Background: an optimization exercise with open tools, aiming at small area. Do not read the settings as production practice.
At most, simulation tests tie the RTL to the original design; equivalence was not proved.
Power figures rest on the tool's default switching activity, not on a simulated workload.

==> inputs of v2 <==
## rx_engine_top
module rx_engine_top #(
   parameter int window_cycles = rx_monitor_pkg::window_cycles_default
) (
   input  logic                     clk,
   input  logic                     rst_n,
   input  logic                     cq_valid_i,
   input  pcie_cq_pkg::cq_beat_t    cq_beat_i,
   input  logic                     compl_done_i,
   input  logic                     tp_clear_i,
   input  logic                     tp_sample_en_i,
   output logic                     cq_ready_o,
   output logic                     req_compl_o,
   output pcie_cq_pkg::rd_req_t     rd_req_o,
   output logic                     fifo_we_o,
   output pcie_cq_pkg::fifo_word_t  fifo_word_o,
   output rx_monitor_pkg::tp_hist_t tp_hist_o
);
==> module throughput_monitor, before the edit <==
module throughput_monitor #(
   parameter int window_cycles = rx_monitor_pkg::window_cycles_default
) (
   input  logic                     clk,
   input  logic                     rst_n,
   input  logic                     clear_i,
   input  logic                     sample_en_i,
   input  logic                     fifo_we_i,
   output rx_monitor_pkg::tp_hist_t tp_hist_o
);
   localparam bit short_win = (window_cycles >= 1) && (window_cycles <= 4095);
   localparam int cnt_w = short_win ? 12 : rx_monitor_pkg::count_w;
   localparam int win_w = short_win ? 12 : rx_monitor_pkg::count_w;
   function automatic logic [11:0] lfsr_next(input logic [11:0] s);
      lfsr_next = {s[10:0], ~(s[11] ^ s[10] ^ s[9] ^ s[3])};
   endfunction
   function automatic logic [11:0] lfsr_at(input int n);
      logic [11:0] s;
      s = '0;
      for (int i = 0; i < n; i++) s = lfsr_next(s);
      lfsr_at = s;
   endfunction
   logic [win_w-1:0] win_q;      
   logic [win_w-1:0] win_step;   
   logic [cnt_w-1:0] cnt_q;      
   logic             wrap;
   if (short_win) begin : g_lfsr
      localparam logic [11:0] win_last = lfsr_at(window_cycles - 1);
      assign wrap     = win_q == win_last;
      assign win_step = lfsr_next(win_q);
   end else begin : g_count
      assign wrap     = win_q == win_w'(window_cycles - 1);
      assign win_step = win_q + 1'b1;
   end
   always_ff @(posedge clk) begin
      if (!rst_n) begin
         win_q <= '0;
      end else if (clear_i) begin
         win_q <= '0;
      end else if (wrap) begin
         win_q <= '0;
      end else begin
         win_q <= win_step;
      end
   end
   always_ff @(posedge clk) begin
      if (!rst_n) begin
         cnt_q <= '0;
      end else if (clear_i) begin
         cnt_q <= '0;
      end else if (wrap) begin
         cnt_q <= {{(cnt_w-1){1'b0}}, fifo_we_i};
      end else if (fifo_we_i) begin
         cnt_q <= cnt_q + 1'b1;
      end
   end
   logic [rx_monitor_pkg::hist_depth*cnt_w-1:0] hist_q;
   logic hist_shift;
   logic hist_keep;
   assign hist_shift = rst_n && !clear_i && wrap && sample_en_i;
   assign hist_keep  = rst_n && !clear_i && !(wrap && sample_en_i);
   always_ff @(posedge clk) begin
      hist_q <= ({(rx_monitor_pkg::hist_depth*cnt_w){hist_shift}} &
                 {hist_q[(rx_monitor_pkg::hist_depth-1)*cnt_w-1:0], cnt_q}) |    
                ({(rx_monitor_pkg::hist_depth*cnt_w){hist_keep}} & hist_q);
   end
   logic [rx_monitor_pkg::hist_depth*rx_monitor_pkg::count_w-1:0] hist_flat;
   for (genvar i = 0; i < rx_monitor_pkg::hist_depth; i++) begin : g_hist
      assign hist_flat[i*rx_monitor_pkg::count_w +: rx_monitor_pkg::count_w] =
         rx_monitor_pkg::count_w'(hist_q[i*cnt_w +: cnt_w]);
   end
   assign tp_hist_o = hist_flat;
endmodule
==> module cq_write_packer, before the edit <==
module cq_write_packer (
   input  logic                    clk,
   input  logic                    rst_n,
   input  logic                    hdr_evt_i,    
   input  logic                    dat_evt_i,    
   input  logic [pcie_cq_pkg::cq_data_w-1:0] beat_i,
   output logic                    fifo_we_o,
   output pcie_cq_pkg::fifo_word_t fifo_word_o,
   output logic                    flush_stall_o
);
   localparam int n_dw = pcie_cq_pkg::half_w / pcie_cq_pkg::dw_w;   
   logic [pcie_cq_pkg::len_w-1:0]  rem_q;     
   logic [pcie_cq_pkg::half_w-1:0] hold_q;    
   logic [pcie_cq_pkg::cq_data_w-1:0] word_q;   
   logic [pcie_cq_pkg::len_w-1:0]  len;
   logic                           dat_evt;
   logic                           rem_nz;
   logic                           short_pkt;
   logic                           rem_gt_beat;
   logic                           rem_ends;
   logic                           flush_now;
   logic [pcie_cq_pkg::half_w-1:0] upper;
   logic [pcie_cq_pkg::half_w-1:0] lower;
   logic [n_dw-1:0]                hdr_dw;    
   logic [n_dw-1:0]                hold_dw;   
   logic [n_dw-1:0]                low_dw;    
   assign upper = beat_i[pcie_cq_pkg::cq_data_w-1 -: pcie_cq_pkg::half_w];
   assign lower = beat_i[pcie_cq_pkg::half_w-1:0];
   assign len   = beat_i[pcie_cq_pkg::len_lsb +: pcie_cq_pkg::len_w];
   assign rem_nz      = rem_q != '0;
   assign dat_evt     = dat_evt_i && rem_nz;
   assign short_pkt   = len <= pcie_cq_pkg::head_dw;   
   assign rem_gt_beat = rem_q > pcie_cq_pkg::beat_dw;
   assign rem_ends    = rem_gt_beat &&
                        (rem_q <= pcie_cq_pkg::beat_dw + pcie_cq_pkg::head_dw);
   assign flush_now   = rem_nz && (rem_q <= pcie_cq_pkg::head_dw);
   assign flush_stall_o = dat_evt && rem_ends;
   always_ff @(posedge clk) begin
      if (!rst_n) begin
         rem_q     <= '0;
         fifo_we_o <= 1'b0;
      end else begin
         fifo_we_o <= 1'b0;
         if (hdr_evt_i) begin
            fifo_we_o <= short_pkt;
            rem_q     <= short_pkt ? '0 : len;
         end else if (dat_evt) begin
            fifo_we_o <= 1'b1;
            rem_q     <= rem_gt_beat ? rem_q - pcie_cq_pkg::beat_dw : '0;
         end else if (flush_now) begin
            fifo_we_o <= 1'b1;                  
            rem_q     <= '0;
         end
      end
   end
   always_ff @(posedge clk) begin
      if (hdr_evt_i || dat_evt_i) hold_q <= upper;
   end
   for (genvar j = 0; j < n_dw; j++) begin : g_sel
      assign hdr_dw[j]  = hdr_evt_i && (len > j);
      assign hold_dw[j] = !hdr_evt_i && (rem_q > j);
      assign low_dw[j]  = dat_evt_i && (rem_q > j + n_dw);
   end
   always_ff @(posedge clk) begin
      for (int j = 0; j < n_dw; j++) begin
         word_q[j*pcie_cq_pkg::dw_w +: pcie_cq_pkg::dw_w] <=
            ({pcie_cq_pkg::dw_w{hdr_dw[j]}}  & upper[j*pcie_cq_pkg::dw_w +: pcie_cq_pkg::dw_w]) |
            ({pcie_cq_pkg::dw_w{hold_dw[j]}} & hold_q[j*pcie_cq_pkg::dw_w +: pcie_cq_pkg::dw_w]);
         word_q[pcie_cq_pkg::half_w + j*pcie_cq_pkg::dw_w +: pcie_cq_pkg::dw_w] <=
            {pcie_cq_pkg::dw_w{low_dw[j]}} & lower[j*pcie_cq_pkg::dw_w +: pcie_cq_pkg::dw_w];
      end
   end
   assign fifo_word_o = {word_q, !rem_nz};
endmodule
Settings: LEC_CHECK=0, CAP_MARGIN=20, CORE_AREA=2.5 2.5 317.5 317.5, DIE_AREA=0 0 320 320, PLACE_DENSITY=0.8, SLEW_MARGIN=20, BUFFER_PORTS_ARGS=-buffer_cell sky130_fd_sc_hd__buf_1, CTS_ARGS=-sink_clustering_enable -repair_clock_nets -dont_use_dummy_load -buf_list "sky130_fd_sc_hd__clkbuf_8" -sink_clustering_size 30 -sink_clustering_max_diameter 40, SKIP_REPAIR_TIE_FANOUT=1; clock period 5.0 ns.
standard.sh (not shown) runs the stock make flow with config.mk's settings and CLKGATE_MAP_FILE= SYNTH_SCRIPT=/design/flow/synth_recipe.tcl, a recipe that flattens the netlist after the stock synthesis.
==> flow/flow/run.sh <==
#!/bin/bash
# Standard ORFS layout with two layout-only changes:
#  - port buffers are sky130_fd_sc_hd__buf_1 instead of the default pick
#  - CTS inserts no dummy balancing loads
# Each tool's output stays in orfs/logs; make's own output goes to make.log.
set -euo pipefail
cat >> config.mk <<'CFG'
export BUFFER_PORTS_ARGS = -buffer_cell sky130_fd_sc_hd__buf_1
export CTS_ARGS = -sink_clustering_enable -repair_clock_nets -dont_use_dummy_load -buf_list "sky130_fd_sc_hd__clkbuf_8" -sink_clustering_size 30 -sink_clustering_max_diameter 40
export SKIP_REPAIR_TIE_FANOUT = 1
CFG
bash standard.sh > make.log 2>&1
==> v36 (differences from v2) <==
--- a/flow/design.v
+++ b/flow/design.v
@@ -240,10 +240,9 @@
 );
-   localparam bit short_win = (window_cycles >= 1) && (window_cycles <= 4095);
-   localparam int cnt_w = short_win ? 12 : rx_monitor_pkg::count_w;
-   localparam int win_w = short_win ? 12 : rx_monitor_pkg::count_w;
-   function automatic logic [11:0] lfsr_next(input logic [11:0] s);
-      lfsr_next = {s[10:0], ~(s[11] ^ s[10] ^ s[9] ^ s[3])};
+   localparam int cnt_w = 12;
+   localparam int win_w = 12;
+   function automatic logic [win_w-1:0] lfsr_next(input logic [win_w-1:0] s);
+      lfsr_next = {s[win_w-2:0], ~(s[11] ^ s[10] ^ s[9] ^ s[3])};
    endfunction
-   function automatic logic [11:0] lfsr_at(input int n);
-      logic [11:0] s;
+   function automatic logic [win_w-1:0] lfsr_at(input int n);
+      logic [win_w-1:0] s;
       s = '0;
@@ -252,14 +251,7 @@
    endfunction
-   logic [win_w-1:0] win_q;      
-   logic [win_w-1:0] win_step;   
-   logic [cnt_w-1:0] cnt_q;      
+   localparam logic [win_w-1:0] win_last = lfsr_at(window_cycles - 1);
+   logic [win_w-1:0] win_q;   
+   logic [cnt_w-1:0] cnt_q;   
    logic             wrap;
-   if (short_win) begin : g_lfsr
-      localparam logic [11:0] win_last = lfsr_at(window_cycles - 1);
-      assign wrap     = win_q == win_last;
-      assign win_step = lfsr_next(win_q);
-   end else begin : g_count
-      assign wrap     = win_q == win_w'(window_cycles - 1);
-      assign win_step = win_q + 1'b1;
-   end
+   assign wrap = win_q == win_last;
    always_ff @(posedge clk) begin
@@ -272,3 +264,3 @@
       end else begin
-         win_q <= win_step;
+         win_q <= lfsr_next(win_q);
       end
@@ -287,10 +279,10 @@
    logic [rx_monitor_pkg::hist_depth*cnt_w-1:0] hist_q;
-   logic hist_shift;
-   logic hist_keep;
-   assign hist_shift = rst_n && !clear_i && wrap && sample_en_i;
-   assign hist_keep  = rst_n && !clear_i && !(wrap && sample_en_i);
    always_ff @(posedge clk) begin
-      hist_q <= ({(rx_monitor_pkg::hist_depth*cnt_w){hist_shift}} &
-                 {hist_q[(rx_monitor_pkg::hist_depth-1)*cnt_w-1:0], cnt_q}) |    
-                ({(rx_monitor_pkg::hist_depth*cnt_w){hist_keep}} & hist_q);
+      if (!rst_n) begin
+         hist_q <= '0;
+      end else if (clear_i) begin
+         hist_q <= '0;
+      end else if (wrap && sample_en_i) begin
+         hist_q <= {hist_q[(rx_monitor_pkg::hist_depth-1)*cnt_w-1:0], cnt_q};   
+      end
    end
--- a/flow/flow/run.sh
+++ b/flow/flow/run.sh
@@ -8,4 +8,3 @@
 export BUFFER_PORTS_ARGS = -buffer_cell sky130_fd_sc_hd__buf_1
-export CTS_ARGS = -sink_clustering_enable -repair_clock_nets -dont_use_dummy_load -buf_list "sky130_fd_sc_hd__clkbuf_8" -sink_clustering_size 30 -sink_clustering_max_diameter 40
-export SKIP_REPAIR_TIE_FANOUT = 1
+export CTS_ARGS = -sink_clustering_enable -repair_clock_nets -dont_use_dummy_load -buf_list "sky130_fd_sc_hd__clkbuf_8" -sink_clustering_size 18 -sink_clustering_max_diameter 50
 CFG
Settings changed: CORE_AREA 2.5 2.5 317.5 317.5 to default, CORE_MARGIN from default to 2, CORE_UTILIZATION from default to 40, CTS_ARGS -sink_clustering_enable -repair_clock_nets -dont_use_dummy_load -buf_list "sky130_fd_sc_hd__clkbuf_8" -sink_clustering_size 30 -sink_clustering_max_diameter 40 to -sink_clustering_enable -repair_clock_nets -dont_use_dummy_load -buf_list "sky130_fd_sc_hd__clkbuf_8" -sink_clustering_size 18 -sink_clustering_max_diameter 50, DIE_AREA 0 0 320 320 to default, PLACE_DENSITY 0.8 to default, SKIP_REPAIR_TIE_FANOUT 1 to default.
==> v8 (differences from v2) <==
--- a/flow/design.v
+++ b/flow/design.v
@@ -168,3 +168,2 @@
    logic [pcie_cq_pkg::half_w-1:0] hold_q;    
-   logic [pcie_cq_pkg::cq_data_w-1:0] word_q;   
    logic [pcie_cq_pkg::len_w-1:0]  len;
@@ -220,10 +219,10 @@
       for (int j = 0; j < n_dw; j++) begin
-         word_q[j*pcie_cq_pkg::dw_w +: pcie_cq_pkg::dw_w] <=
+         fifo_word_o.data[j*pcie_cq_pkg::dw_w +: pcie_cq_pkg::dw_w] <=
             ({pcie_cq_pkg::dw_w{hdr_dw[j]}}  & upper[j*pcie_cq_pkg::dw_w +: pcie_cq_pkg::dw_w]) |
             ({pcie_cq_pkg::dw_w{hold_dw[j]}} & hold_q[j*pcie_cq_pkg::dw_w +: pcie_cq_pkg::dw_w]);
-         word_q[pcie_cq_pkg::half_w + j*pcie_cq_pkg::dw_w +: pcie_cq_pkg::dw_w] <=
+         fifo_word_o.data[pcie_cq_pkg::half_w + j*pcie_cq_pkg::dw_w +: pcie_cq_pkg::dw_w] <=
             {pcie_cq_pkg::dw_w{low_dw[j]}} & lower[j*pcie_cq_pkg::dw_w +: pcie_cq_pkg::dw_w];
       end
+      fifo_word_o.last <= !(dat_evt_i && rem_gt_beat);
    end
-   assign fifo_word_o = {word_q, !rem_nz};
 endmodule
@@ -240,26 +239,8 @@
 );
-   localparam bit short_win = (window_cycles >= 1) && (window_cycles <= 4095);
-   localparam int cnt_w = short_win ? 12 : rx_monitor_pkg::count_w;
-   localparam int win_w = short_win ? 12 : rx_monitor_pkg::count_w;
-   function automatic logic [11:0] lfsr_next(input logic [11:0] s);
-      lfsr_next = {s[10:0], ~(s[11] ^ s[10] ^ s[9] ^ s[3])};
-   endfunction
-   function automatic logic [11:0] lfsr_at(input int n);
-      logic [11:0] s;
-      s = '0;
-      for (int i = 0; i < n; i++) s = lfsr_next(s);
-      lfsr_at = s;
-   endfunction
-   logic [win_w-1:0] win_q;      
-   logic [win_w-1:0] win_step;   
-   logic [cnt_w-1:0] cnt_q;      
+   localparam int cnt_w = (window_cycles < 4096) ? 12 : rx_monitor_pkg::count_w;
+   localparam int win_w = cnt_w;
+   logic [win_w-1:0] win_q;   
+   logic [cnt_w-1:0] cnt_q;   
    logic             wrap;
-   if (short_win) begin : g_lfsr
-      localparam logic [11:0] win_last = lfsr_at(window_cycles - 1);
-      assign wrap     = win_q == win_last;
-      assign win_step = lfsr_next(win_q);
-   end else begin : g_count
-      assign wrap     = win_q == win_w'(window_cycles - 1);
-      assign win_step = win_q + 1'b1;
-   end
+   assign wrap = win_q == win_w'(window_cycles - 1);
    always_ff @(posedge clk) begin
@@ -272,3 +253,3 @@
       end else begin
-         win_q <= win_step;
+         win_q <= win_q + 1'b1;
       end
@@ -287,10 +268,10 @@
    logic [rx_monitor_pkg::hist_depth*cnt_w-1:0] hist_q;
-   logic hist_shift;
-   logic hist_keep;
-   assign hist_shift = rst_n && !clear_i && wrap && sample_en_i;
-   assign hist_keep  = rst_n && !clear_i && !(wrap && sample_en_i);
-   always_ff @(posedge clk) begin
-      hist_q <= ({(rx_monitor_pkg::hist_depth*cnt_w){hist_shift}} &
-                 {hist_q[(rx_monitor_pkg::hist_depth-1)*cnt_w-1:0], cnt_q}) |    
-                ({(rx_monitor_pkg::hist_depth*cnt_w){hist_keep}} & hist_q);
+   always_ff @(posedge clk) begin
+      if (!rst_n) begin
+         hist_q <= '0;
+      end else if (clear_i) begin
+         hist_q <= '0;
+      end else if (wrap && sample_en_i) begin
+         hist_q <= {hist_q[(rx_monitor_pkg::hist_depth-1)*cnt_w-1:0], cnt_q};   
+      end
    end
--- a/flow/flow/run.sh
+++ b/flow/flow/run.sh
@@ -8,4 +8,3 @@
 export BUFFER_PORTS_ARGS = -buffer_cell sky130_fd_sc_hd__buf_1
-export CTS_ARGS = -sink_clustering_enable -repair_clock_nets -dont_use_dummy_load -buf_list "sky130_fd_sc_hd__clkbuf_8" -sink_clustering_size 30 -sink_clustering_max_diameter 40
-export SKIP_REPAIR_TIE_FANOUT = 1
+export CTS_ARGS = -sink_clustering_enable -repair_clock_nets -dont_use_dummy_load -buf_list "sky130_fd_sc_hd__clkbuf_16" -sink_clustering_size 30 -sink_clustering_max_diameter 60
 CFG
Settings changed: CORE_AREA 2.5 2.5 317.5 317.5 to default, CORE_MARGIN from default to 2, CORE_UTILIZATION from default to 40, CTS_ARGS -sink_clustering_enable -repair_clock_nets -dont_use_dummy_load -buf_list "sky130_fd_sc_hd__clkbuf_8" -sink_clustering_size 30 -sink_clustering_max_diameter 40 to -sink_clustering_enable -repair_clock_nets -dont_use_dummy_load -buf_list "sky130_fd_sc_hd__clkbuf_16" -sink_clustering_size 30 -sink_clustering_max_diameter 60, DIE_AREA 0 0 320 320 to default, PLACE_DENSITY 0.8 to default, SKIP_REPAIR_TIE_FANOUT 1 to default.
==> qor summary <==
quantity                                                                               v2                             v8                             v36
Proportion of power drawn by flip-flops and latches                                 63.8%                          63.8%                           65.5%
Layout non-clock buf frac                                                           10.0%                          9.65%                           9.78%
Outcome                                                                    finished clean                 finished clean                  finished clean
Num Clock Sinks                                                                       811                            812                             811
Global routing met1 resource utilization                                            12.6%                          23.5%                           23.3%
Fin Clk Skew                                                                       179 ps                        82.7 ps                          104 ps
Worst Hold Class                                               primary input to flip-flop         flip-flop to flip-flop          flip-flop to flip-flop
Compound-Gate Fraction of Synth Area                                                10.6%                          8.55%                           8.69%
Standard-cell rows                                                                    115                             92                              91
Xor-xnor portion of the synthesized cell area                                      0.390%                         0.691%                          0.419%
Crit path buf inv count                                                                 2                              1                               1
Sequential portion of the cell area                                                 64.0%                          62.4%                           63.0%
Count of inverters not on the clock network in the layout                               8                              9                               8
Launch instance of the worst register-to-register path     u_packer.rem_q[3]$_SDFFE_PN0P_  u_monitor.win_q[4]$_SDFF_PP0_  u_decoder.dat_evt_o$_SDFF_PN0_
Highest achievable clock rate                                                     256 MHz                        265 MHz                         239 MHz
Flop2flop setup slack                                                             2320 ps                        2370 ps                         1820 ps
Nonclk buf count                                                                      718                            719                             720
Detailed-router iteration count before antenna repair                                   4                              6                               5
Crit path time final                                                              3910 ps                        3770 ps                         4180 ps
For v36 and v8, only the layout was checked, not whether the RTL still works.

[re-timing with driven ports]
The flow's constraints put no driver on any port. The routed layouts listed below were extracted and timed again, unchanged, in two steps.
Step 1: set_driving_cell puts a clkbuf_16 on clk and a buf_2 on each other input, an assumption about the parent block.
Step 2 moves the port delays by t, midway between the first and last clock arrival at a register: inputs arrive t later, outputs are due t later. That takes back most of the time a late clock gives input paths.
Three values: ideal ports, drivers, drivers and shift; two values: the first two.
run | shift t [ns] | setup slack, ns | hold WS [ns] | worst setup path after step 2 | worst register clock-pin slew, ns
v2 | 0.726 | 1.091 / 1.034 / 1.080 | 0.325 / 0.298 / 0.356 | input to output | 0.11 / 0.11
v36 | 0.666 | 0.818 / 0.765 / 0.834 | 0.386 / 0.372 / 0.386 | input to output | 0.11 / 0.11
v8 | 0.627 | 1.225 / 1.163 / 1.231 | 0.356 / 0.356 / 0.356 | input to output | 0.11 / 0.11
After both steps every run listed still meets setup and hold. The setup slack of v2, which loses most, moves by -0.057 ns with the drivers and by -0.011 ns with both steps.
